What follows belongs to an exercise in optimizing a design on an open flow for small area and a short achievable clock period; a production flow would make more cautious choices.
The RTL was checked by simulation tests, not by an equivalence proof against the original design.

## sidAudioPath
module sidAudioPath (
  input  logic               clk,
  input  logic               rst,
  input  logic               sampleValid,
  input  logic signed [11:0] voice0,
  input  logic signed [11:0] voice1,
  input  logic signed [11:0] voice2,
  input  logic [7:0]         env0,
  input  logic [7:0]         env1,
  input  logic [7:0]         env2,
  input  logic [2:0]         filterRoute,
  input  logic [1:0]         mode,
  input  logic [15:0]        coef,
  input  logic [3:0]         volume,
  output logic signed [15:0] audioOut,
  output logic               audioValid
);
Size in the first run: roughly 110 I/O pins, roughly 0.037 mm2 of cells after synthesis.
clock: 20.0 ns
lec_check: 0
abc_area: 1
cap_margin: 20
core_margin: 2
core_utilization: 40
slew_margin: 20
standard.sh (not shown) runs the stock make flow with config.mk's settings and CLKGATE_MAP_FILE= SYNTH_SCRIPT=/design/flow/synth_recipe.tcl, a recipe that flattens the netlist after the stock synthesis.
==> flow/flow/run.sh <==
#!/bin/bash
# The standard layout with two changes in how it is made (the SDC is unchanged):
#  - after the standard synthesis, flow/invopt.py re-places the netlist's inverters around
#    its full adders and XOR gates (a full adder is self-dual, so each may compute the
#    complements of its outputs from complemented inputs; an XOR gate absorbs an inverted
#    input by becoming an XNOR); registers and all other cells are left as they are;
#  - the resizer's setup repair aims at a shorter period than the 20 ns constraint: paths
#    with less than MARGIN ns of slack are sized up and buffered.
set -euo pipefail
MARGIN=$(cat flow/margin.txt)
R=orfs/results/sky130hd/sidAudioPath/base
bash standard.sh synth > synth.log 2>&1
cp $R/1_2_yosys.v $R/1_2_yosys_std.v
python3 flow/invopt.py $R/1_2_yosys_std.v $R/1_2_yosys.v > invopt.log 2>&1
touch $R/1_2_yosys.v
bash standard.sh SETUP_SLACK_MARGIN=$MARGIN finish > standard.log 2>&1
Other scripts of this flow, unchanged in this note and not shown: flow/flow/invopt.py, flow/flow/margin.txt
The baseline finished with timing, DRC and antenna clean.
Edit:
--- a/flow/design.v
+++ b/flow/design.v
@@ -55,24 +55,24 @@
   always_ff @(posedge clk) begin
     nv0_1 <= ~voice0; nv1_1 <= ~voice1; nv2_1 <= ~voice2;
     e0_1 <= env0;   e1_1 <= env1;   e2_1 <= env2;
     rt_1   <= filterRoute;
     coef_r <= coef;
     mode_r <= mode;
     vol_r  <= volume;
   end
   logic [8:0] kb_none, kb_ntwo, kb_nneg;   
   wire [8:0] kb_one = ~kb_none, kb_two = ~kb_ntwo, kb_neg = ~kb_nneg;
-  logic [14:0] Cp_r;   
+  wire [14:0] Cp_r;   
   wire cpCorr = (~coef_r[0] & (|coef_r)) | (coef_r[0] & coef_r[15]);
+  assign Cp_r = coef_r[15:1] - {14'd0, cpCorr};
   always_ff @(posedge clk) begin
-    Cp_r <= coef_r[15:1] - {14'd0, cpCorr};
     kb_none[0] <= ~(coef_r[0] ^ 1'b0); kb_ntwo[0] <= ~((coef_r[1] & ~coef_r[0] & ~1'b0) | (~coef_r[1] & coef_r[0] & 1'b0)); kb_nneg[0] <= ~(~coef_r[1] & (coef_r[0] | 1'b0));
     kb_none[1] <= ~(coef_r[2] ^ coef_r[1]); kb_ntwo[1] <= ~((coef_r[3] & ~coef_r[2] & ~coef_r[1]) | (~coef_r[3] & coef_r[2] & coef_r[1])); kb_nneg[1] <= ~(~coef_r[3] & (coef_r[2] | coef_r[1]));
     kb_none[2] <= ~(coef_r[4] ^ coef_r[3]); kb_ntwo[2] <= ~((coef_r[5] & ~coef_r[4] & ~coef_r[3]) | (~coef_r[5] & coef_r[4] & coef_r[3])); kb_nneg[2] <= ~(~coef_r[5] & (coef_r[4] | coef_r[3]));
     kb_none[3] <= ~(coef_r[6] ^ coef_r[5]); kb_ntwo[3] <= ~((coef_r[7] & ~coef_r[6] & ~coef_r[5]) | (~coef_r[7] & coef_r[6] & coef_r[5])); kb_nneg[3] <= ~(~coef_r[7] & (coef_r[6] | coef_r[5]));
     kb_none[4] <= ~(coef_r[8] ^ coef_r[7]); kb_ntwo[4] <= ~((coef_r[9] & ~coef_r[8] & ~coef_r[7]) | (~coef_r[9] & coef_r[8] & coef_r[7])); kb_nneg[4] <= ~(~coef_r[9] & (coef_r[8] | coef_r[7]));
     kb_none[5] <= ~(coef_r[10] ^ coef_r[9]); kb_ntwo[5] <= ~((coef_r[11] & ~coef_r[10] & ~coef_r[9]) | (~coef_r[11] & coef_r[10] & coef_r[9])); kb_nneg[5] <= ~(~coef_r[11] & (coef_r[10] | coef_r[9]));
     kb_none[6] <= ~(coef_r[12] ^ coef_r[11]); kb_ntwo[6] <= ~((coef_r[13] & ~coef_r[12] & ~coef_r[11]) | (~coef_r[13] & coef_r[12] & coef_r[11])); kb_nneg[6] <= ~(~coef_r[13] & (coef_r[12] | coef_r[11]));
     kb_none[7] <= ~(coef_r[14] ^ coef_r[13]); kb_ntwo[7] <= ~((coef_r[15] & ~coef_r[14] & ~coef_r[13]) | (~coef_r[15] & coef_r[14] & coef_r[13])); kb_nneg[7] <= ~(~coef_r[15] & (coef_r[14] | coef_r[13]));
     kb_none[8] <= ~(~coef_r[15]); kb_ntwo[8] <= ~(1'b0); kb_nneg[8] <= ~(1'b0);
   end
=> Synthesized cell count shrinks by 2.0%. Core utilization shrinks by 0.35 points. Clock skew grows by 0.0090 ns. Critical path depth is lower by 20. Global-route usage goes down by 0.34 points. Via count went down by 1.9%. Routed wire length falls by 3.0%. Non-clock buffer count came out lower by 1. Synthesized area came out lower by 1.3%. Hold slack hardly moves. Final area is lower by 1.4%. Register-to-register slack gets better by 0.10 ns.

[separate check: timing with driven ports]
No port has a modelled driver above. Below, the same layouts with a new extraction and two added sets of constraints. Step 1: set_driving_cell puts a clkbuf_16 on clk and a buf_2 on each other input, an assumption about the parent block. Step 2 moves the port delays by t, midway between the first and last clock arrival at a register: inputs arrive t later, outputs are due t later. That takes back most of the time a late clock gives input paths. Three values: ideal ports, drivers, drivers and shift; two values: the first two.
run	shift t [ns]	setup WS [ns]	hold slack, ns
the first run	0.706	14.806 / 14.792 / 14.806	0.324 / 0.324 / 0.324
the second run	0.668	14.858 / 14.795 / 14.914	0.324 / 0.324 / 0.324
After both steps every run listed still meets setup and hold.
